Context: an optimization exercise on an open-source flow, tuned for small area and few clock cycles per item. The choices shown serve that exercise and are no tape-out recipe. RTL that was checked went through simulation tests only; none was proved equivalent to the original. No functional check of the RTL was part of run 2.

## flow/design.v (module list and top-level ports; edited modules follow where they fit)
// module dsp_mac_pipe: 520 lines
module dsp_mac_pipe (
  input  logic               CLK,
  input  logic               RSTN,
  input  logic               IN_VALID,
  output logic               IN_READY,
  input  logic signed [17:0] A,
  input  logic signed [17:0] B,
  input  logic signed [17:0] D,
  input  logic signed [47:0] C,
  input  logic [3:0]         OPMODE,
  output logic               OUT_VALID,
  input  logic               OUT_READY,
  output logic signed [47:0] P,
  output logic               CARRYOUT,
  output logic               OVERFLOW
);
  // ...
==> flow/flow/run.sh <==
#!/bin/bash
# The standard ORFS layout (the standard.sh), with these changes:
# - the port buffers that global placement inserts on every input and output
#   are sky130_fd_sc_hd__buf_1 instead of the tool's default pick; timing
#   repair still resizes any of them that need more drive;
# - Yosys's synth runs without its early "abc -fast" pass, so the full adders
#   that ORFS extracts keep the polarity the RTL writes them in (the final ABC
#   mapping and everything else are unchanged);
# - clock tree synthesis uses smaller clock buffers, larger sink clusters and
#   no dummy loads.
set -euo pipefail
bash standard.sh "BUFFER_PORTS_ARGS=-buffer_cell sky130_fd_sc_hd__buf_1" "SYNTH_ARGS=-noabc" \
  "CTS_ARGS=-sink_clustering_enable -repair_clock_nets -buf_list {sky130_fd_sc_hd__clkbuf_4 sky130_fd_sc_hd__clkbuf_8} -sink_clustering_size 60 -sink_clustering_max_diameter 250 -dont_use_dummy_load" \
  finish > standard.log 2>&1
==> flow/standard.sh <==
#!/bin/bash
# synth_recipe.tcl (not shown) runs the flow's synth.tcl, then flattens the netlist and writes it again
# the make line also repeats each setting of config.mk as NAME=value (left out here)
make -C /OpenROAD-flow-scripts/flow DESIGN_CONFIG=/design/flow/config.mk WORK_HOME=/design/flow/orfs CLKGATE_MAP_FILE= SYNTH_SCRIPT=/design/flow/synth_recipe.tcl "${@:-finish}"
==> flow/config.mk <==
export PLATFORM = sky130hd
export DESIGN_NAME = dsp_mac_pipe
export DESIGN_NICKNAME = dsp_mac_pipe
export VERILOG_FILES = /design/flow/design.v
export SDC_FILE = /design/flow/constraint.sdc
export NUM_CORES = 4
export LEC_CHECK = 0
export CAP_MARGIN = 20
export CORE_MARGIN = 2
export CORE_UTILIZATION = 40
export SLEW_MARGIN = 20
==> flow/constraint.sdc <==
create_clock -name core_clock -period 7.0 [get_ports {CLK}]
set_input_delay 1.4000 -clock core_clock [delete_from_list [all_inputs] [get_ports {CLK}]]
set_output_delay 1.4000 -clock core_clock [all_outputs]
set_load 0.01 [all_outputs]
==> run summary, run 1 <==
Longest Clk Path Bufs - 2
main flop type after synthesis - edfxtp_1
reg2reg start - a1_q[7]$_DFFE_PP_
Yosys reg bits - 143
Met3 Routed Length - 2820 µm
cts repair resizes - 0
synth cell count leaders - 232 x xnor2_1, 154 x fa_1, 144 x a22oi_1
CTS Sinks - 143
largest registers - c1_q (48), r_q (48), pre1_q (19)
layout clock buffer count - 17
status - complete, no violations
WL met1 - 20700 µm
Post-synth EDFFs - 137
number of max-cap violations - 0
Multi-In Gates - 1263
Layout non-clock buf frac - 0.0628
Hold Path Cell Cnt - 1
hold_sp - cnt_q[2]$_DFFE_PN0P_
ant diodes - 0
critical path capture point type - register
Cell Chain, Critical Path - nor2_1 -> nand2_1 -> o21ai_0 -> and2_1 -> a22oi_1 -> xnor2_1 -> fa_1 -> fa_1 -> fa_1 -> fa_1 -> fa_1 -> fa_1 -> ha_1 -> and3_1 -> nand2_1 -> a211o_1 -> or3_4 -> a2111oi_4 -> o211ai_2 -> a21oi_1 -> and4bb_1
largest area contributor in the netlist - edfxtp_1
vias - 12655
Worst Path Max Fanout - 7
Seq cells - 143
final core occ - 0.444
GR peak layer - met2
Die W - 207 µm
top cells by area, synth - edfxtp_1 25%, fa_1 19%, xnor2_1 12%, ha_1 7.9%, a22oi_1 6.5%
Yosys cell types - 63
clock buffer and inverter area fraction after layout - 0.0129
final period utilization - 0.956
clock root buffer - clkbuf_8
top routing layer used - met4
Synth-to-Final Area Change - 9.58%
area taken by multi-input logic gates - 11600 µm²
GRT met2 Usage - 0.383
grt ovf - 0
DR pass1 iterations - 5
Synth Area in Compound Gates - 0.161
Testbench counts, summed over its fixed seeds: cycles 32,062, items 32,046.
==> inputs of run 2 (changes only) <==
--- a/flow/design.v
+++ b/flow/design.v
@@ -24,21 +24,125 @@
   logic [47:0] c1_q;
   logic [1:0]  op1_q;      
   logic fire, adv;
   assign fire     = v1_q && (!vld_q || OUT_READY);
   assign adv      = !v1_q || fire;
   assign IN_READY = adv;
   logic        sb;
   logic [18:0] dg, bx, pre_d;
-  logic [19:0] pre_w;
+  logic [19:0] pre_w, pre_x, pre_y;
   assign sb    = OPMODE[0] & OPMODE[1];
   assign dg    = OPMODE[0] ? {D[17], D} : 19'd0;
   assign bx    = {B[17], B} ^ {19{sb}};
-  assign pre_w = {dg, 1'b1} + {bx, sb};
+  assign pre_x = {dg, 1'b1};
+  assign pre_y = {bx, sb};
+  wire [19:0] pp_g0, pp_p0;
+  assign pp_g0 = pre_x & pre_y;
+  assign pp_p0 = pre_x ^ pre_y;
+  wire pp_G1, pp_P1;
+  assign pp_G1 = pp_g0[1] | (pp_p0[1] & pp_g0[0]);
+  assign pp_P1 = pp_p0[1] & pp_p0[0];
+  wire pp_G2, pp_P2;
+  assign pp_G2 = pp_g0[3] | (pp_p0[3] & pp_g0[2]);
+  assign pp_P2 = pp_p0[3] & pp_p0[2];
+  wire pp_G3, pp_P3;
+  assign pp_G3 = pp_g0[5] | (pp_p0[5] & pp_g0[4]);
+  assign pp_P3 = pp_p0[5] & pp_p0[4];
+  wire pp_G4, pp_P4;
+  assign pp_G4 = pp_g0[7] | (pp_p0[7] & pp_g0[6]);
+  assign pp_P4 = pp_p0[7] & pp_p0[6];
+  wire pp_G5, pp_P5;
+  assign pp_G5 = pp_g0[9] | (pp_p0[9] & pp_g0[8]);
+  assign pp_P5 = pp_p0[9] & pp_p0[8];
+  wire pp_G6, pp_P6;
+  assign pp_G6 = pp_g0[11] | (pp_p0[11] & pp_g0[10]);
+  assign pp_P6 = pp_p0[11] & pp_p0[10];
+  wire pp_G7, pp_P7;
+  assign pp_G7 = pp_g0[13] | (pp_p0[13] & pp_g0[12]);
+  assign pp_P7 = pp_p0[13] & pp_p0[12];
+  wire pp_G8, pp_P8;
+  assign pp_G8 = pp_g0[15] | (pp_p0[15] & pp_g0[14]);
+  assign pp_P8 = pp_p0[15] & pp_p0[14];
+  wire pp_G9, pp_P9;
+  assign pp_G9 = pp_g0[17] | (pp_p0[17] & pp_g0[16]);
+  assign pp_P9 = pp_p0[17] & pp_p0[16];
+  wire pp_G10, pp_P10;
+  assign pp_G10 = pp_g0[19] | (pp_p0[19] & pp_g0[18]);
+  assign pp_P10 = pp_p0[19] & pp_p0[18];
+  wire pp_G11, pp_P11;
+  assign pp_G11 = pp_G2 | (pp_P2 & pp_G1);
+  assign pp_P11 = pp_P2 & pp_P1;
+  wire pp_G12, pp_P12;
+  assign pp_G12 = pp_G4 | (pp_P4 & pp_G3);
+  assign pp_P12 = pp_P4 & pp_P3;
+  wire pp_G13, pp_P13;
+  assign pp_G13 = pp_G6 | (pp_P6 & pp_G5);
+  assign pp_P13 = pp_P6 & pp_P5;
+  wire pp_G14, pp_P14;
+  assign pp_G14 = pp_G8 | (pp_P8 & pp_G7);
+  assign pp_P14 = pp_P8 & pp_P7;
+  wire pp_G15, pp_P15;
+  assign pp_G15 = pp_G10 | (pp_P10 & pp_G9);
+  assign pp_P15 = pp_P10 & pp_P9;
+  wire pp_G16, pp_P16;
+  assign pp_G16 = pp_G12 | (pp_P12 & pp_G11);
+  assign pp_P16 = pp_P12 & pp_P11;
+  wire pp_G17, pp_P17;
+  assign pp_G17 = pp_G14 | (pp_P14 & pp_G13);
+  assign pp_P17 = pp_P14 & pp_P13;
+  wire pp_G18, pp_P18;
+  assign pp_G18 = pp_G17 | (pp_P17 & pp_G16);
+  assign pp_P18 = pp_P17 & pp_P16;
+  wire pp_G19, pp_P19;
+  assign pp_G19 = pp_G13 | (pp_P13 & pp_G16);
+  assign pp_P19 = pp_P13 & pp_P16;
+  wire pp_G20, pp_P20;
+  assign pp_G20 = pp_G15 | (pp_P15 & pp_G18);
+  assign pp_P20 = pp_P15 & pp_P18;
+  wire pp_G21, pp_P21;
+  assign pp_G21 = pp_G3 | (pp_P3 & pp_G11);
+  assign pp_P21 = pp_P3 & pp_P11;
+  wire pp_G22, pp_P22;
+  assign pp_G22 = pp_G5 | (pp_P5 & pp_G16);
+  assign pp_P22 = pp_P5 & pp_P16;
+  wire pp_G23, pp_P23;
+  assign pp_G23 = pp_G7 | (pp_P7 & pp_G19);
+  assign pp_P23 = pp_P7 & pp_P19;
+  wire pp_G24, pp_P24;
+  assign pp_G24 = pp_G9 | (pp_P9 & pp_G18);
+  assign pp_P24 = pp_P9 & pp_P18;
+  wire pp_G25, pp_P25;
+  assign pp_G25 = pp_g0[2] | (pp_p0[2] & pp_G1);
+  assign pp_P25 = pp_p0[2] & pp_P1;
+  wire pp_G26, pp_P26;
+  assign pp_G26 = pp_g0[4] | (pp_p0[4] & pp_G11);
+  assign pp_P26 = pp_p0[4] & pp_P11;
+  wire pp_G27, pp_P27;
+  assign pp_G27 = pp_g0[6] | (pp_p0[6] & pp_G21);
+  assign pp_P27 = pp_p0[6] & pp_P21;
+  wire pp_G28, pp_P28;
+  assign pp_G28 = pp_g0[8] | (pp_p0[8] & pp_G16);
+  assign pp_P28 = pp_p0[8] & pp_P16;
+  wire pp_G29, pp_P29;
+  assign pp_G29 = pp_g0[10] | (pp_p0[10] & pp_G22);
+  assign pp_P29 = pp_p0[10] & pp_P22;
+  wire pp_G30, pp_P30;
+  assign pp_G30 = pp_g0[12] | (pp_p0[12] & pp_G19);
+  assign pp_P30 = pp_p0[12] & pp_P19;
+  wire pp_G31, pp_P31;
+  assign pp_G31 = pp_g0[14] | (pp_p0[14] & pp_G23);
+  assign pp_P31 = pp_p0[14] & pp_P23;
+  wire pp_G32, pp_P32;
+  assign pp_G32 = pp_g0[16] | (pp_p0[16] & pp_G18);
+  assign pp_P32 = pp_p0[16] & pp_P18;
+  wire pp_G33, pp_P33;
+  assign pp_G33 = pp_g0[18] | (pp_p0[18] & pp_G24);
+  assign pp_P33 = pp_p0[18] & pp_P24;
+  assign pre_w = {pp_p0[19] ^ pp_G33, pp_p0[18] ^ pp_G24, pp_p0[17] ^ pp_G32, pp_p0[16] ^ pp_G18, pp_p0[15] ^ pp_G31, pp_p0[14] ^ pp_G23, pp_p0[13] ^ pp_G30, pp_p0[12] ^ pp_G19, pp_p0[11] ^ pp_G29, pp_p0[10] ^ pp_G22, pp_p0[9] ^ pp_G28, pp_p0[8] ^ pp_G16, pp_p0[7] ^ pp_G27, pp_p0[6] ^ pp_G21, pp_p0[5] ^ pp_G26, pp_p0[4] ^ pp_G11, pp_p0[3] ^ pp_G25, pp_p0[2] ^ pp_G1, pp_p0[1] ^ pp_g0[0], pp_p0[0]};
   assign pre_d = pre_w[19:1];
   always_ff @(posedge CLK or negedge RSTN) begin
     if (!RSTN)    v1_q <= 1'b0;
     else if (adv) v1_q <= IN_VALID;
   end
   always_ff @(posedge CLK) begin
     if (adv) begin
       a1_q   <= A;
@@ -49,51 +153,53 @@
   end
   logic [18:0] pre;
   logic [18:0] a_ext;
   logic [8:0]  one, two, neg;
   assign pre   = pre1_q;
   assign a_ext = {a1_q, 1'b0};
   always_comb begin
     for (int i = 0; i < 9; i++) begin
-      one[i] = v1_q & (a_ext[2*i+1] ^ a_ext[2*i]);
-      two[i] = v1_q & ((a_ext[2*i+2] & ~a_ext[2*i+1] & ~a_ext[2*i]) |
+      one[i] = a_ext[2*i+1] ^ a_ext[2*i];
+      two[i] = ((a_ext[2*i+2] & ~a_ext[2*i+1] & ~a_ext[2*i]) |
                        (~a_ext[2*i+2] & a_ext[2*i+1] & a_ext[2*i]));
       neg[i] = v1_q & (a_ext[2*i+2] ^ op1_q[1]);
     end
   end
+  logic [18:0] pre_v;
   logic [19:0] pre2, pre1;
-  assign pre1 = {pre[18], pre};
-  assign pre2 = {pre, 1'b0};
+  assign pre_v = pre & {19{v1_q}};
+  assign pre1 = {pre_v[18], pre_v};
+  assign pre2 = {pre_v, 1'b0};
   logic [19:0] y0, y1, y2, y3, y4, y5, y6, y7, y8;
   assign y0 = (({20{one[0]}} & pre1) | ({20{two[0]}} & pre2)) ^ {20{neg[0]}};
   assign y1 = (({20{one[1]}} & pre1) | ({20{two[1]}} & pre2)) ^ {20{neg[1]}};
   assign y2 = (({20{one[2]}} & pre1) | ({20{two[2]}} & pre2)) ^ {20{neg[2]}};
   assign y3 = (({20{one[3]}} & pre1) | ({20{two[3]}} & pre2)) ^ {20{neg[3]}};
   assign y4 = (({20{one[4]}} & pre1) | ({20{two[4]}} & pre2)) ^ {20{neg[4]}};
   assign y5 = (({20{one[5]}} & pre1) | ({20{two[5]}} & pre2)) ^ {20{neg[5]}};
   assign y6 = (({20{one[6]}} & pre1) | ({20{two[6]}} & pre2)) ^ {20{neg[6]}};
   assign y7 = (({20{one[7]}} & pre1) | ({20{two[7]}} & pre2)) ^ {20{neg[7]}};
   assign y8 = (({20{one[8]}} & pre1) | ({20{two[8]}} & pre2)) ^ {20{neg[8]}};
   logic        use_acc;
   logic [47:0] base;
   assign use_acc = op1_q[0] && (cnt_q != 4'd0);
   assign base    = use_acc ? r_q : c1_q;
   wire s1, c2;
-  assign {c2, s1} = {1'b0, neg[0]} + {1'b0, base[0]} + {1'b0, 1'b0};
+  assign {c2, s1} = {1'b0, neg[0]} + {1'b0, base[0]} + {1'b0, y0[0]};
   wire s3, c4;
-  assign {c4, s3} = {1'b0, base[1]} + {1'b0, c2} + {1'b0, 1'b0};
+  assign {c4, s3} = {1'b0, base[1]} + {1'b0, y0[1]} + {1'b0, c2};
   wire s5, c6;
-  assign {c6, s5} = {1'b0, neg[1]} + {1'b0, base[2]} + {1'b0, c4};
+  assign {c6, s5} = {1'b0, neg[1]} + {1'b0, base[2]} + {1'b0, y0[2]};
   wire s7, c8;
-  assign {c8, s7} = {1'b0, y0[2]} + {1'b0, y1[0]} + {1'b0, 1'b0};
+  assign {c8, s7} = {1'b0, y1[0]} + {1'b0, s5} + {1'b0, 1'b0};
   wire s9, c10;
-  assign {c10, s9} = {1'b0, base[3]} + {1'b0, c6} + {1'b0, y0[3]};
+  assign {c10, s9} = {1'b0, base[3]} + {1'b0, y0[3]} + {1'b0, y1[1]};
   wire s11, c12;
-  assign {c12, s11} = {1'b0, y1[1]} + {1'b0, c8} + {1'b0, 1'b0};
+  assign {c12, s11} = {1'b0, c6} + {1'b0, s9} + {1'b0, 1'b0};
   wire s13, c14;
   assign {c14, s13} = {1'b0, neg[2]} + {1'b0, base[4]} + {1'b0, y0[4]};
   wire s15, c16;
   assign {c16, s15} = {1'b0, y1[2]} + {1'b0, y2[0]} + {1'b0, c10};
   wire s17, c18;
   assign {c18, s17} = {1'b0, s13} + {1'b0, c12} + {1'b0, 1'b0};
   wire s19, c20;
   assign {c20, s19} = {1'b0, base[5]} + {1'b0, y0[5]} + {1'b0, y1[3]};
@@ -475,20 +581,427 @@
   assign {c396, s395} = {1'b0, 1'b1} + {1'b0, base[45]} + {1'b0, 1'b0};
   wire s397, c398;
   assign {c398, s397} = {1'b0, 1'b1} + {1'b0, base[46]} + {1'b0, 1'b0};
   wire s399, c400;
   assign {c400, s399} = {1'b0, 1'b1} + {1'b0, base[47]} + {1'b0, 1'b0};
   wire s401, c402;
   assign {c402, s401} = {1'b0, 1'b1} + {1'b0, base[47]} + {1'b0, 1'b0};
   wire [48:0] sx, sy;
-  assign sx = {c400, c398, c396, c394, c392, c390, c388, c386, c384, c382, c380, c378, s377, c374, s373, c366, s365, c354, c346, c338, s337, c318, c306, c294, c280, c266, s265, c234, c216, c198, c180, c162, c144, c128, c112, c98, c84, c72, c60, c50, c40, s37, c24, c18, s15, s9, s5, s3, s1};
-  assign sy = {s401, s399, s397, s395, s393, s391, s389, s387, s385, s383, s381, s379, c376, s375, c370, s369, c360, s359, s353, s345, c328, s327, s317, s305, s293, s279, c250, s249, s233, s215, s197, s179, s161, s143, s127, s111, s97, s83, s71, s59, s49, s39, s31, s23, s17, s11, s7, y0[1], y0[0]};
+  assign sx = {c400, c398, c396, c394, c392, c390, c388, c386, c384, c382, c380, c378, s377, c374, s373, c366, s365, c354, c346, c338, s337, c318, c306, c294, c280, c266, s265, c234, c216, c198, c180, c162, c144, c128, c112, c98, c84, c72, c60, c50, c40, s37, c24, c18, s15, c8, c4, s3, s1};
+  assign sy = {s401, s399, s397, s395, s393, s391, s389, s387, s385, s383, s381, s379, c376, s375, c370, s369, c360, s359, s353, s345, c328, s327, s317, s305, s293, s279, c250, s249, s233, s215, s197, s179, s161, s143, s127, s111, s97, s83, s71, s59, s49, s39, s31, s23, s17, s11, s7, 1'b0, 1'b0};
+  wire [48:0] cpa_s;
+  wire [48:0] cp_g0, cp_p0;
+  assign cp_g0 = sx & sy;
+  assign cp_p0 = sx ^ sy;
+  wire cp_G1, cp_P1;
+  assign cp_G1 = cp_g0[1] | (cp_p0[1] & cp_g0[0]);
+  wire cp_G2, cp_P2;
+  assign cp_G2 = cp_g0[2] | (cp_p0[2] & cp_G1);
+  wire cp_G3, cp_P3;
+  assign cp_G3 = cp_g0[3] | (cp_p0[3] & cp_G2);
+  wire cp_G4, cp_P4;
+  assign cp_G4 = cp_g0[4] | (cp_p0[4] & cp_G3);
+  wire cp_G5, cp_P5;
+  assign cp_G5 = cp_g0[5] | (cp_p0[5] & cp_G4);
+  wire cp_G6, cp_P6;
+  assign cp_G6 = cp_g0[6] | (cp_p0[6] & cp_G5);
+  wire cp_G7, cp_P7;
+  assign cp_G7 = cp_g0[7] | (cp_p0[7] & cp_G6);
+  wire cp_G8, cp_P8;
+  assign cp_G8 = cp_g0[9] | (cp_p0[9] & cp_g0[8]);
+  assign cp_P8 = cp_p0[9] & cp_p0[8];
+  wire cp_G9, cp_P9;
+  assign cp_G9 = cp_g0[11] | (cp_p0[11] & cp_g0[10]);
+  assign cp_P9 = cp_p0[11] & cp_p0[10];
+  wire cp_G10, cp_P10;
+  assign cp_G10 = cp_g0[13] | (cp_p0[13] & cp_g0[12]);
+  assign cp_P10 = cp_p0[13] & cp_p0[12];
+  wire cp_G11, cp_P11;
+  assign cp_G11 = cp_g0[15] | (cp_p0[15] & cp_g0[14]);
+  assign cp_P11 = cp_p0[15] & cp_p0[14];
+  wire cp_G12, cp_P12;
+  assign cp_G12 = cp_g0[17] | (cp_p0[17] & cp_g0[16]);
+  assign cp_P12 = cp_p0[17] & cp_p0[16];
+  wire cp_G13, cp_P13;
+  assign cp_G13 = cp_g0[19] | (cp_p0[19] & cp_g0[18]);
+  assign cp_P13 = cp_p0[19] & cp_p0[18];
+  wire cp_G14, cp_P14;
+  assign cp_G14 = cp_g0[21] | (cp_p0[21] & cp_g0[20]);
+  assign cp_P14 = cp_p0[21] & cp_p0[20];
+  wire cp_G15, cp_P15;
+  assign cp_G15 = cp_g0[23] | (cp_p0[23] & cp_g0[22]);
+  assign cp_P15 = cp_p0[23] & cp_p0[22];
+  wire cp_G16, cp_P16;
+  assign cp_G16 = cp_g0[25] | (cp_p0[25] & cp_g0[24]);
+  assign cp_P16 = cp_p0[25] & cp_p0[24];
+  wire cp_G17, cp_P17;
+  assign cp_G17 = cp_g0[27] | (cp_p0[27] & cp_g0[26]);
+  assign cp_P17 = cp_p0[27] & cp_p0[26];
+  wire cp_G18, cp_P18;
+  assign cp_G18 = cp_g0[29] | (cp_p0[29] & cp_g0[28]);
+  assign cp_P18 = cp_p0[29] & cp_p0[28];
+  wire cp_G19, cp_P19;
+  assign cp_G19 = cp_g0[31] | (cp_p0[31] & cp_g0[30]);
+  assign cp_P19 = cp_p0[31] & cp_p0[30];
+  wire cp_G20, cp_P20;
+  assign cp_G20 = cp_g0[33] | (cp_p0[33] & cp_g0[32]);
+  assign cp_P20 = cp_p0[33] & cp_p0[32];
+  wire cp_G21, cp_P21;
+  assign cp_G21 = cp_g0[35] | (cp_p0[35] & cp_g0[34]);
+  assign cp_P21 = cp_p0[35] & cp_p0[34];
+  wire cp_G22, cp_P22;
+  assign cp_G22 = cp_g0[37] | (cp_p0[37] & cp_g0[36]);
+  assign cp_P22 = cp_p0[37] & cp_p0[36];
+  wire cp_G23, cp_P23;
+  assign cp_G23 = cp_g0[39] | (cp_p0[39] & cp_g0[38]);
+  assign cp_P23 = cp_p0[39] & cp_p0[38];
+  wire cp_G24, cp_P24;
+  assign cp_G24 = cp_g0[41] | (cp_p0[41] & cp_g0[40]);
+  assign cp_P24 = cp_p0[41] & cp_p0[40];
+  wire cp_G25, cp_P25;
+  assign cp_G25 = cp_g0[43] | (cp_p0[43] & cp_g0[42]);
+  assign cp_P25 = cp_p0[43] & cp_p0[42];
+  wire cp_G26, cp_P26;
+  assign cp_G26 = cp_g0[45] | (cp_p0[45] & cp_g0[44]);
+  assign cp_P26 = cp_p0[45] & cp_p0[44];
+  wire cp_G27, cp_P27;
+  assign cp_G27 = cp_g0[47] | (cp_p0[47] & cp_g0[46]);
+  assign cp_P27 = cp_p0[47] & cp_p0[46];
+  wire cp_G28, cp_P28;
+  assign cp_G28 = cp_g0[10] | (cp_p0[10] & cp_G8);
+  assign cp_P28 = cp_p0[10] & cp_P8;
+  wire cp_G29, cp_P29;
+  assign cp_G29 = cp_G9 | (cp_P9 & cp_G8);
+  assign cp_P29 = cp_P9 & cp_P8;
+  wire cp_G30, cp_P30;
+  assign cp_G30 = cp_g0[14] | (cp_p0[14] & cp_G10);
+  assign cp_P30 = cp_p0[14] & cp_P10;
+  wire cp_G31, cp_P31;
+  assign cp_G31 = cp_G11 | (cp_P11 & cp_G10);
+  assign cp_P31 = cp_P11 & cp_P10;
+  wire cp_G32, cp_P32;
+  assign cp_G32 = cp_g0[18] | (cp_p0[18] & cp_G12);
+  assign cp_P32 = cp_p0[18] & cp_P12;
+  wire cp_G33, cp_P33;
+  assign cp_G33 = cp_G13 | (cp_P13 & cp_G12);
+  assign cp_P33 = cp_P13 & cp_P12;
+  wire cp_G34, cp_P34;
+  assign cp_G34 = cp_g0[22] | (cp_p0[22] & cp_G14);
+  assign cp_P34 = cp_p0[22] & cp_P14;
+  wire cp_G35, cp_P35;
+  assign cp_G35 = cp_G15 | (cp_P15 & cp_G14);
+  assign cp_P35 = cp_P15 & cp_P14;
+  wire cp_G36, cp_P36;
+  assign cp_G36 = cp_g0[26] | (cp_p0[26] & cp_G16);
+  assign cp_P36 = cp_p0[26] & cp_P16;
+  wire cp_G37, cp_P37;
+  assign cp_G37 = cp_G17 | (cp_P17 & cp_G16);
+  assign cp_P37 = cp_P17 & cp_P16;
+  wire cp_G38, cp_P38;
+  assign cp_G38 = cp_g0[30] | (cp_p0[30] & cp_G18);
+  assign cp_P38 = cp_p0[30] & cp_P18;
+  wire cp_G39, cp_P39;
+  assign cp_G39 = cp_G19 | (cp_P19 & cp_G18);
+  assign cp_P39 = cp_P19 & cp_P18;
+  wire cp_G40, cp_P40;
+  assign cp_G40 = cp_g0[34] | (cp_p0[34] & cp_G20);
+  assign cp_P40 = cp_p0[34] & cp_P20;
+  wire cp_G41, cp_P41;
+  assign cp_G41 = cp_G21 | (cp_P21 & cp_G20);
+  assign cp_P41 = cp_P21 & cp_P20;
+  wire cp_G42, cp_P42;
+  assign cp_G42 = cp_g0[38] | (cp_p0[38] & cp_G22);
+  assign cp_P42 = cp_p0[38] & cp_P22;
+  wire cp_G43, cp_P43;
+  assign cp_G43 = cp_G23 | (cp_P23 & cp_G22);
+  assign cp_P43 = cp_P23 & cp_P22;
+  wire cp_G44, cp_P44;
+  assign cp_G44 = cp_g0[42] | (cp_p0[42] & cp_G24);
+  assign cp_P44 = cp_p0[42] & cp_P24;
+  wire cp_G45, cp_P45;
+  assign cp_G45 = cp_G25 | (cp_P25 & cp_G24);
+  assign cp_P45 = cp_P25 & cp_P24;
+  wire cp_G46, cp_P46;
+  assign cp_G46 = cp_g0[46] | (cp_p0[46] & cp_G26);
+  assign cp_P46 = cp_p0[46] & cp_P26;
+  wire cp_G47, cp_P47;
+  assign cp_G47 = cp_G27 | (cp_P27 & cp_G26);
+  assign cp_P47 = cp_P27 & cp_P26;
+  wire cp_G48, cp_P48;
+  assign cp_G48 = cp_g0[12] | (cp_p0[12] & cp_G29);
+  assign cp_P48 = cp_p0[12] & cp_P29;
+  wire cp_G49, cp_P49;
+  assign cp_G49 = cp_G10 | (cp_P10 & cp_G29);
+  assign cp_P49 = cp_P10 & cp_P29;
+  wire cp_G50, cp_P50;
+  assign cp_G50 = cp_G30 | (cp_P30 & cp_G29);
+  assign cp_P50 = cp_P30 & cp_P29;
+  wire cp_G51, cp_P51;
+  assign cp_G51 = cp_G31 | (cp_P31 & cp_G29);
+  assign cp_P51 = cp_P31 & cp_P29;
+  wire cp_G52, cp_P52;
+  assign cp_G52 = cp_g0[20] | (cp_p0[20] & cp_G33);
+  assign cp_P52 = cp_p0[20] & cp_P33;
+  wire cp_G53, cp_P53;
+  assign cp_G53 = cp_G14 | (cp_P14 & cp_G33);
+  assign cp_P53 = cp_P14 & cp_P33;
+  wire cp_G54, cp_P54;
+  assign cp_G54 = cp_G34 | (cp_P34 & cp_G33);
+  assign cp_P54 = cp_P34 & cp_P33;
+  wire cp_G55, cp_P55;
+  assign cp_G55 = cp_G35 | (cp_P35 & cp_G33);
+  assign cp_P55 = cp_P35 & cp_P33;
+  wire cp_G56, cp_P56;
+  assign cp_G56 = cp_g0[28] | (cp_p0[28] & cp_G37);
+  assign cp_P56 = cp_p0[28] & cp_P37;
+  wire cp_G57, cp_P57;
+  assign cp_G57 = cp_G18 | (cp_P18 & cp_G37);
+  assign cp_P57 = cp_P18 & cp_P37;
+  wire cp_G58, cp_P58;
+  assign cp_G58 = cp_G38 | (cp_P38 & cp_G37);
+  assign cp_P58 = cp_P38 & cp_P37;
+  wire cp_G59, cp_P59;
+  assign cp_G59 = cp_G39 | (cp_P39 & cp_G37);
+  assign cp_P59 = cp_P39 & cp_P37;
+  wire cp_G60, cp_P60;
+  assign cp_G60 = cp_g0[36] | (cp_p0[36] & cp_G41);
+  assign cp_P60 = cp_p0[36] & cp_P41;
+  wire cp_G61, cp_P61;
+  assign cp_G61 = cp_G22 | (cp_P22 & cp_G41);
+  assign cp_P61 = cp_P22 & cp_P41;
+  wire cp_G62, cp_P62;
+  assign cp_G62 = cp_G42 | (cp_P42 & cp_G41);
+  assign cp_P62 = cp_P42 & cp_P41;
+  wire cp_G63, cp_P63;
+  assign cp_G63 = cp_G43 | (cp_P43 & cp_G41);
+  assign cp_P63 = cp_P43 & cp_P41;
+  wire cp_G64, cp_P64;
+  assign cp_G64 = cp_g0[44] | (cp_p0[44] & cp_G45);
+  assign cp_P64 = cp_p0[44] & cp_P45;
+  wire cp_G65, cp_P65;
+  assign cp_G65 = cp_G26 | (cp_P26 & cp_G45);
+  assign cp_P65 = cp_P26 & cp_P45;
+  wire cp_G66, cp_P66;
+  assign cp_G66 = cp_G46 | (cp_P46 & cp_G45);
+  assign cp_P66 = cp_P46 & cp_P45;
+  wire cp_G67, cp_P67;
+  assign cp_G67 = cp_G47 | (cp_P47 & cp_G45);
+  assign cp_P67 = cp_P47 & cp_P45;
+  wire cp_G68, cp_P68;
+  assign cp_G68 = cp_g0[16] | (cp_p0[16] & cp_G51);
+  assign cp_P68 = cp_p0[16] & cp_P51;
+  wire cp_G69, cp_P69;
+  assign cp_G69 = cp_G12 | (cp_P12 & cp_G51);
+  assign cp_P69 = cp_P12 & cp_P51;
+  wire cp_G70, cp_P70;
+  assign cp_G70 = cp_G32 | (cp_P32 & cp_G51);
+  assign cp_P70 = cp_P32 & cp_P51;
+  wire cp_G71, cp_P71;
+  assign cp_G71 = cp_G33 | (cp_P33 & cp_G51);
+  assign cp_P71 = cp_P33 & cp_P51;
+  wire cp_G72, cp_P72;
+  assign cp_G72 = cp_G52 | (cp_P52 & cp_G51);
+  assign cp_P72 = cp_P52 & cp_P51;
+  wire cp_G73, cp_P73;
+  assign cp_G73 = cp_G53 | (cp_P53 & cp_G51);
+  assign cp_P73 = cp_P53 & cp_P51;
+  wire cp_G74, cp_P74;
+  assign cp_G74 = cp_G54 | (cp_P54 & cp_G51);
+  assign cp_P74 = cp_P54 & cp_P51;
+  wire cp_G75, cp_P75;
+  assign cp_G75 = cp_G55 | (cp_P55 & cp_G51);
+  assign cp_P75 = cp_P55 & cp_P51;
+  wire cp_G76, cp_P76;
+  assign cp_G76 = cp_g0[32] | (cp_p0[32] & cp_G59);
+  assign cp_P76 = cp_p0[32] & cp_P59;
+  wire cp_G77, cp_P77;
+  assign cp_G77 = cp_G20 | (cp_P20 & cp_G59);
+  assign cp_P77 = cp_P20 & cp_P59;
+  wire cp_G78, cp_P78;
+  assign cp_G78 = cp_G40 | (cp_P40 & cp_G59);
+  assign cp_P78 = cp_P40 & cp_P59;
+  wire cp_G79, cp_P79;
+  assign cp_G79 = cp_G41 | (cp_P41 & cp_G59);
+  assign cp_P79 = cp_P41 & cp_P59;
+  wire cp_G80, cp_P80;
+  assign cp_G80 = cp_G60 | (cp_P60 & cp_G59);
+  assign cp_P80 = cp_P60 & cp_P59;
+  wire cp_G81, cp_P81;
+  assign cp_G81 = cp_G61 | (cp_P61 & cp_G59);
+  assign cp_P81 = cp_P61 & cp_P59;
+  wire cp_G82, cp_P82;
+  assign cp_G82 = cp_G62 | (cp_P62 & cp_G59);
+  assign cp_P82 = cp_P62 & cp_P59;
+  wire cp_G83, cp_P83;
+  assign cp_G83 = cp_G63 | (cp_P63 & cp_G59);
+  assign cp_P83 = cp_P63 & cp_P59;
+  wire cp_G84, cp_P84;
+  assign cp_G84 = cp_g0[48] | (cp_p0[48] & cp_G67);
+  assign cp_P84 = cp_p0[48] & cp_P67;
+  wire cp_G85, cp_P85;
+  assign cp_G85 = cp_g0[24] | (cp_p0[24] & cp_G75);
+  assign cp_P85 = cp_p0[24] & cp_P75;
+  wire cp_G86, cp_P86;
+  assign cp_G86 = cp_G16 | (cp_P16 & cp_G75);
+  assign cp_P86 = cp_P16 & cp_P75;
+  wire cp_G87, cp_P87;
+  assign cp_G87 = cp_G36 | (cp_P36 & cp_G75);
+  assign cp_P87 = cp_P36 & cp_P75;
+  wire cp_G88, cp_P88;
+  assign cp_G88 = cp_G37 | (cp_P37 & cp_G75);
+  assign cp_P88 = cp_P37 & cp_P75;
+  wire cp_G89, cp_P89;
+  assign cp_G89 = cp_G56 | (cp_P56 & cp_G75);
+  assign cp_P89 = cp_P56 & cp_P75;
+  wire cp_G90, cp_P90;
+  assign cp_G90 = cp_G57 | (cp_P57 & cp_G75);
+  assign cp_P90 = cp_P57 & cp_P75;
+  wire cp_G91, cp_P91;
+  assign cp_G91 = cp_G58 | (cp_P58 & cp_G75);
+  assign cp_P91 = cp_P58 & cp_P75;
+  wire cp_G92, cp_P92;
+  assign cp_G92 = cp_G59 | (cp_P59 & cp_G75);
+  assign cp_P92 = cp_P59 & cp_P75;
+  wire cp_G93, cp_P93;
+  assign cp_G93 = cp_G76 | (cp_P76 & cp_G75);
+  assign cp_P93 = cp_P76 & cp_P75;
+  wire cp_G94, cp_P94;
+  assign cp_G94 = cp_G77 | (cp_P77 & cp_G75);
+  assign cp_P94 = cp_P77 & cp_P75;
+  wire cp_G95, cp_P95;
+  assign cp_G95 = cp_G78 | (cp_P78 & cp_G75);
+  assign cp_P95 = cp_P78 & cp_P75;
+  wire cp_G96, cp_P96;
+  assign cp_G96 = cp_G79 | (cp_P79 & cp_G75);
+  assign cp_P96 = cp_P79 & cp_P75;
+  wire cp_G97, cp_P97;
+  assign cp_G97 = cp_G80 | (cp_P80 & cp_G75);
+  assign cp_P97 = cp_P80 & cp_P75;
+  wire cp_G98, cp_P98;
+  assign cp_G98 = cp_G81 | (cp_P81 & cp_G75);
+  assign cp_P98 = cp_P81 & cp_P75;
+  wire cp_G99, cp_P99;
+  assign cp_G99 = cp_G82 | (cp_P82 & cp_G75);
+  assign cp_P99 = cp_P82 & cp_P75;
+  wire cp_G100, cp_P100;
+  assign cp_G100 = cp_G83 | (cp_P83 & cp_G75);
+  assign cp_P100 = cp_P83 & cp_P75;
+  wire cp_G101, cp_P101;
+  assign cp_G101 = cp_g0[40] | (cp_p0[40] & cp_G100);
+  assign cp_P101 = cp_p0[40] & cp_P100;
+  wire cp_G102, cp_P102;
+  assign cp_G102 = cp_G24 | (cp_P24 & cp_G100);
+  assign cp_P102 = cp_P24 & cp_P100;
+  wire cp_G103, cp_P103;
+  assign cp_G103 = cp_G44 | (cp_P44 & cp_G100);
+  assign cp_P103 = cp_P44 & cp_P100;
+  wire cp_G104, cp_P104;
+  assign cp_G104 = cp_G45 | (cp_P45 & cp_G100);
+  assign cp_P104 = cp_P45 & cp_P100;
+  wire cp_G105, cp_P105;
+  assign cp_G105 = cp_G64 | (cp_P64 & cp_G100);
+  assign cp_P105 = cp_P64 & cp_P100;
+  wire cp_G106, cp_P106;
+  assign cp_G106 = cp_G65 | (cp_P65 & cp_G100);
+  assign cp_P106 = cp_P65 & cp_P100;
+  wire cp_G107, cp_P107;
+  assign cp_G107 = cp_G66 | (cp_P66 & cp_G100);
+  assign cp_P107 = cp_P66 & cp_P100;
+  wire cp_G108, cp_P108;
+  assign cp_G108 = cp_G67 | (cp_P67 & cp_G100);
+  assign cp_P108 = cp_P67 & cp_P100;
+  wire cp_G109, cp_P109;
+  assign cp_G109 = cp_G84 | (cp_P84 & cp_G100);
+  assign cp_P109 = cp_P84 & cp_P100;
+  wire cp_G110, cp_P110;
+  assign cp_G110 = cp_g0[8] | (cp_p0[8] & cp_G7);
+  wire cp_G111, cp_P111;
+  assign cp_G111 = cp_G8 | (cp_P8 & cp_G7);
+  wire cp_G112, cp_P112;
+  assign cp_G112 = cp_G28 | (cp_P28 & cp_G7);
+  wire cp_G113, cp_P113;
+  assign cp_G113 = cp_G29 | (cp_P29 & cp_G7);
+  wire cp_G114, cp_P114;
+  assign cp_G114 = cp_G48 | (cp_P48 & cp_G7);
+  wire cp_G115, cp_P115;
+  assign cp_G115 = cp_G49 | (cp_P49 & cp_G7);
+  wire cp_G116, cp_P116;
+  assign cp_G116 = cp_G50 | (cp_P50 & cp_G7);
+  wire cp_G117, cp_P117;
+  assign cp_G117 = cp_G51 | (cp_P51 & cp_G7);
+  wire cp_G118, cp_P118;
+  assign cp_G118 = cp_G68 | (cp_P68 & cp_G7);
+  wire cp_G119, cp_P119;
+  assign cp_G119 = cp_G69 | (cp_P69 & cp_G7);
+  wire cp_G120, cp_P120;
+  assign cp_G120 = cp_G70 | (cp_P70 & cp_G7);
+  wire cp_G121, cp_P121;
+  assign cp_G121 = cp_G71 | (cp_P71 & cp_G7);
+  wire cp_G122, cp_P122;
+  assign cp_G122 = cp_G72 | (cp_P72 & cp_G7);
+  wire cp_G123, cp_P123;
+  assign cp_G123 = cp_G73 | (cp_P73 & cp_G7);
+  wire cp_G124, cp_P124;
+  assign cp_G124 = cp_G74 | (cp_P74 & cp_G7);
+  wire cp_G125, cp_P125;
+  assign cp_G125 = cp_G75 | (cp_P75 & cp_G7);
+  wire cp_G126, cp_P126;
+  assign cp_G126 = cp_G85 | (cp_P85 & cp_G7);
+  wire cp_G127, cp_P127;
+  assign cp_G127 = cp_G86 | (cp_P86 & cp_G7);
+  wire cp_G128, cp_P128;
+  assign cp_G128 = cp_G87 | (cp_P87 & cp_G7);
+  wire cp_G129, cp_P129;
+  assign cp_G129 = cp_G88 | (cp_P88 & cp_G7);
+  wire cp_G130, cp_P130;
+  assign cp_G130 = cp_G89 | (cp_P89 & cp_G7);
+  wire cp_G131, cp_P131;
+  assign cp_G131 = cp_G90 | (cp_P90 & cp_G7);
+  wire cp_G132, cp_P132;
+  assign cp_G132 = cp_G91 | (cp_P91 & cp_G7);
+  wire cp_G133, cp_P133;
+  assign cp_G133 = cp_G92 | (cp_P92 & cp_G7);
+  wire cp_G134, cp_P134;
+  assign cp_G134 = cp_G93 | (cp_P93 & cp_G7);
+  wire cp_G135, cp_P135;
+  assign cp_G135 = cp_G94 | (cp_P94 & cp_G7);
+  wire cp_G136, cp_P136;
+  assign cp_G136 = cp_G95 | (cp_P95 & cp_G7);
+  wire cp_G137, cp_P137;
+  assign cp_G137 = cp_G96 | (cp_P96 & cp_G7);
+  wire cp_G138, cp_P138;
+  assign cp_G138 = cp_G97 | (cp_P97 & cp_G7);
+  wire cp_G139, cp_P139;
+  assign cp_G139 = cp_G98 | (cp_P98 & cp_G7);
+  wire cp_G140, cp_P140;
+  assign cp_G140 = cp_G99 | (cp_P99 & cp_G7);
+  wire cp_G141, cp_P141;
+  assign cp_G141 = cp_G100 | (cp_P100 & cp_G7);
+  wire cp_G142, cp_P142;
+  assign cp_G142 = cp_G101 | (cp_P101 & cp_G7);
+  wire cp_G143, cp_P143;
+  assign cp_G143 = cp_G102 | (cp_P102 & cp_G7);
+  wire cp_G144, cp_P144;
+  assign cp_G144 = cp_G103 | (cp_P103 & cp_G7);
+  wire cp_G145, cp_P145;
+  assign cp_G145 = cp_G104 | (cp_P104 & cp_G7);
+  wire cp_G146, cp_P146;
+  assign cp_G146 = cp_G105 | (cp_P105 & cp_G7);
+  wire cp_G147, cp_P147;
+  assign cp_G147 = cp_G106 | (cp_P106 & cp_G7);
+  wire cp_G148, cp_P148;
+  assign cp_G148 = cp_G107 | (cp_P107 & cp_G7);
+  wire cp_G149, cp_P149;
+  assign cp_G149 = cp_G108 | (cp_P108 & cp_G7);
+  wire cp_G150, cp_P150;
+  assign cp_G150 = cp_G109 | (cp_P109 & cp_G7);
+  assign cpa_s = {cp_p0[48] ^ cp_G149, cp_p0[47] ^ cp_G148, cp_p0[46] ^ cp_G147, cp_p0[45] ^ cp_G146, cp_p0[44] ^ cp_G145, cp_p0[43] ^ cp_G144, cp_p0[42] ^ cp_G143, cp_p0[41] ^ cp_G142, cp_p0[40] ^ cp_G141, cp_p0[39] ^ cp_G140, cp_p0[38] ^ cp_G139, cp_p0[37] ^ cp_G138, cp_p0[36] ^ cp_G137, cp_p0[35] ^ cp_G136, cp_p0[34] ^ cp_G135, cp_p0[33] ^ cp_G134, cp_p0[32] ^ cp_G133, cp_p0[31] ^ cp_G132, cp_p0[30] ^ cp_G131, cp_p0[29] ^ cp_G130, cp_p0[28] ^ cp_G129, cp_p0[27] ^ cp_G128, cp_p0[26] ^ cp_G127, cp_p0[25] ^ cp_G126, cp_p0[24] ^ cp_G125, cp_p0[23] ^ cp_G124, cp_p0[22] ^ cp_G123, cp_p0[21] ^ cp_G122, cp_p0[20] ^ cp_G121, cp_p0[19] ^ cp_G120, cp_p0[18] ^ cp_G119, cp_p0[17] ^ cp_G118, cp_p0[16] ^ cp_G117, cp_p0[15] ^ cp_G116, cp_p0[14] ^ cp_G115, cp_p0[13] ^ cp_G114, cp_p0[12] ^ cp_G113, cp_p0[11] ^ cp_G112, cp_p0[10] ^ cp_G111, cp_p0[9] ^ cp_G110, cp_p0[8] ^ cp_G7, cp_p0[7] ^ cp_G6, cp_p0[6] ^ cp_G5, cp_p0[5] ^ cp_G4, cp_p0[4] ^ cp_G3, cp_p0[3] ^ cp_G2, cp_p0[2] ^ cp_G1, cp_p0[1] ^ cp_g0[0], cp_p0[0]};
   logic [48:0] u;
-  assign u = sx + sy;
+  assign u = cpa_s;
   logic s_m;
   assign s_m = (a1_q[17] ^ pre[18]) & (|a1_q) & (|pre);
   logic [47:0] res;
   logic        ovf, co, last, emit;
   assign res  = u[47:0];
   assign ovf  = u[48] ^ u[47];
   assign co   = u[48] ^ base[47] ^ s_m;
   assign last = (cnt_q == 4'd15);
==> flow/flow/run.sh (replaced) <==
#!/bin/bash
# The standard ORFS layout (the standard.sh), with these changes:
# - the port buffers that global placement inserts on every input and output
#   are sky130_fd_sc_hd__buf_1 instead of the tool's default pick; timing
#   repair still resizes any of them that need more drive;
# - Yosys's synth runs without its early "abc -fast" pass, so the full adders
#   that ORFS extracts keep the polarity the RTL writes them in (the final ABC
#   mapping and everything else are unchanged);
# - clock tree synthesis uses smaller clock buffers, larger sink clusters and
#   no dummy loads.
set -euo pipefail
bash standard.sh "BUFFER_PORTS_ARGS=-buffer_cell sky130_fd_sc_hd__buf_1" "SYNTH_ARGS=-noabc" \
  "CTS_ARGS=-sink_clustering_enable -repair_clock_nets -buf_list {sky130_fd_sc_hd__clkbuf_4 sky130_fd_sc_hd__clkbuf_8} -sink_clustering_size 30 -sink_clustering_max_diameter 100 -dont_use_dummy_load" \
  finish > standard.log 2>&1
==> run 2 against run 1 <==
Sequential cell count did not move; synthesized cell count fell by 17%; worst hold slack worse by 0.036 ns; highest routed layer unchanged.
==> run summary, run 2 <==
hold buffer count at CTS - 0
fmax - 150 MHz
CTS clk-pin slew, worst paths - 0.09 ns
CTS H-tree lvls - 4
mapped cell area - 15000 µm²
clock latency (worst-skew pair) - 0.51 ns
Residual DRC - 0
initial antenna violation count - 0
placed cell count - 1996
Vias/cell - 5.41
slew margin rel. - 0.506
Post-Synth Simple-Gate Area - 0.0718
cell with the most instances after synthesis - xnor2_1
number of max-cap violations - 0 (unchanged)
Setup-failing EPs final - 0
Post-synth ARST share - 0.0420
Post-synth EDFFs - 137 (unchanged)
Hold Vio Cnt, Final - 0
largest family of logic cells by synthesized area - adder cells
Die Ht - 198 µm
slew at the pin closest to its max-slew limit - 0.741 ns
top cells by area, synth - edfxtp_1 27%, fa_1 23%, xnor2_1 13%, ha_1 7.9%, a22oi_1 4.5%
commonest non-fill, non-tap cells in the layout - 221 x xnor2_1, 168 x fa_1, 161 x buf_1
Longest Clk Path Bufs - 2 (unchanged)
vias in the first global route - 11361
mux share of post-synthesis cell area - 0.0342
Final Cell Area - 17100 µm²
Yosys cell types - 52 (-17%)
die area - 39100 µm²
CTS Sinks - 143 (unchanged)
Startpoint Class - register
fin crit period - 6.65 ns
final core occ - 0.459 (+0.0148)
Die W - 198 µm (-4.6%)
first-pass GRT wire length - 66200 µm
status - complete, no violations
leading cell type in the layout, fill and taps excluded - xnor2_1
post-route insts no fill - 2014
xor/xnor share of the synthesized area - 0.152
synth cell count leaders - 221 x xnor2_1, 170 x fa_1, 137 x edfxtp_1
grt ovf - 0 (unchanged)
Setup Skew - 0.0355 ns
Worst Path Max Fanout - 39 (+32)
vias - 10893 (-14%)
Fill cells - 3551
total track usage - 0.229
dpl ws - 0.191 ns
largest net degree at the start of global routing - 58
reg2reg start - v1_q$_DFFE_PN0P_
critical path capture point type - register
Critical path origin - v1_q$_DFFE_PN0P_
TritonCTS clock tree - done
ant diodes - 0 (unchanged)
Num CTS Buffers - 17
layout cell share with drive strength beyond 1 - 0.119
top cell type's share of synthesized area - 0.274
initial core utilization - 0.403
largest area contributor in the netlist - edfxtp_1
final period utilization - 0.950 (-0.00617)
Worst EP required - 7.27 ns
Synth Area in Compound Gates - 0.120 (-0.0405)
critical path type - reg2reg
post-route ant nets - 0
largest registers - c1_q (48), r_q (48), pre1_q (19)
Synth-to-Final Area Change - 13.9%
Routed WL - 42600 µm
Hold/Removal Path Class - reg2reg
# port buffers - 161
Syn Nets - 1700
GP Congestion - 0.969
# nets final - 1917
DR pass1 iterations - 5 (unchanged)
DRT iter0 DRCs - 783
mean area per synthesized cell - 11.3 µm²
Rows - 71
Yosys reg bits - 143 (unchanged)
Synth Area in Adders - 0.306
Max Slew Vio Count - 0
hpwl dp - 35100 µm
Core Area - 37300 µm²
drt wl/cell - 21.2 µm
Seq/Total Area, Yosys - 0.284
io pins - 162
hold_sp - cnt_q[3]$_DFFE_PN0P_
yosys warns - 1
main flop type after synthesis - edfxtp_1
Post-Syn Instances - 1325
Min Hold Slack - 0.521 ns
clock root buffer - clkbuf_8
placed cell area - 16800 µm²
setup slack after layout - 0.353 ns
Worst EP arrival - 6.91 ns
run 2: final timing paths:
kind	end	cells past startpoint	slack [ns]
worst max-delay path	co_q$_DFFE_PP_	23	0.35
worst min-delay path	cnt_q[3]$_DFFE_PN0P_	1	0.52
worst max register to register	co_q$_DFFE_PP_	23	0.35
worst min register to register	cnt_q[3]$_DFFE_PN0P_	1	0.52
max in group asynchronous	cnt_q[3]$_DFFE_PN0P_	1	5.97
min in group asynchronous	v1_q$_DFFE_PN0P_	1	0.76
run 2: kinds of logic after synthesis:
logic type	count (synthesis)
adders and majority gates	265
buffers and inverters	131
AOI/OAI and AO/OA	266
muxes	48
and+or+nand+nor	212
xor gates and xnor gates	260
DFF	143
run 2: what timing repair did:
item | CTS | global route
setup buffers | 0 | 1
setup endpoints to repair | 0 | 19
gates resized for setup | 0 | 9
run 2: stage by stage:
stage	setup TNS (ns)
after floorplan	0
after global placement	0
after detailed placement	0
after CTS	0
after global routing	-0.00382
final	0
run 2: cell type report:
cell class	count	area (µm²)	area share
flip-flops and latches	143	4260	0.249
multi-input cells	1051	10300	0.602
repair buffers	279	1530	0.0893
inverters	50	188	0.0110
clock buffers	17	234	0.0137
well taps	474	593	0.0347
run 2: critical path, stage by stage, from the launching register on:
cell	delay [ns]
dfrtp_1	0.40
buf_12	0.17
buf_4	0.17
and2_1	0.21
a22oi_1	0.27
xnor2_1	0.15
fa_1	0.52
fa_1	0.47
fa_1	0.45
fa_1	0.51
fa_1	0.40
fa_1	0.46
ha_1	0.33
and3_1	0.19
and3_1	0.19
a22oi_1	0.23
a21oi_2	0.13
o211ai_1	0.18
buf_4	0.18
a21oi_4	0.08
a31oi_4	0.22
nor2_1	0.09
a2111oi_2	0.32
xnor2_1	0.10
run 2: per-layer routing:
layer  share of wire  vias up  wire [µm]  track usage
met5               0        -          0            0
met4           0.020        0        842       0.0657
met2            0.47      331      20100        0.373
li1                -     5103          -            -
met3           0.052       52       2210       0.0341
met1            0.46     5407      19500        0.317

[static timing again, ports no longer ideal]
How much do the figures lean on ideal ports? The routed layouts below were timed once more, with nothing changed but the port constraints. Step 1, drivers: a clkbuf_16 drives CLK and a buf_2 each remaining input, both assumed. Step 2 times the ports against the registers' clock, not the clock port: input delays grow and output delays shrink by t, the midpoint of the rising clock arrivals with the driver on. Three values: ideal ports, drivers, drivers and shift; two values: the first two.
| run | shift t [ns] | setup slack, ns | worst setup path after step 2 | slew at the worst register clock pin (ns) | cell pins on the clock port's net |
|---|---|---|---|---|---|
| run 1 | 0.544 | 0.310 / 0.310 / 0.310 | register to register | 0.08 / 0.08 | 1 |
| run 2 | 0.545 | 0.353 / 0.353 / 0.353 | register to register | 0.09 / 0.09 | 1 |
After both steps every run listed still meets setup and hold.
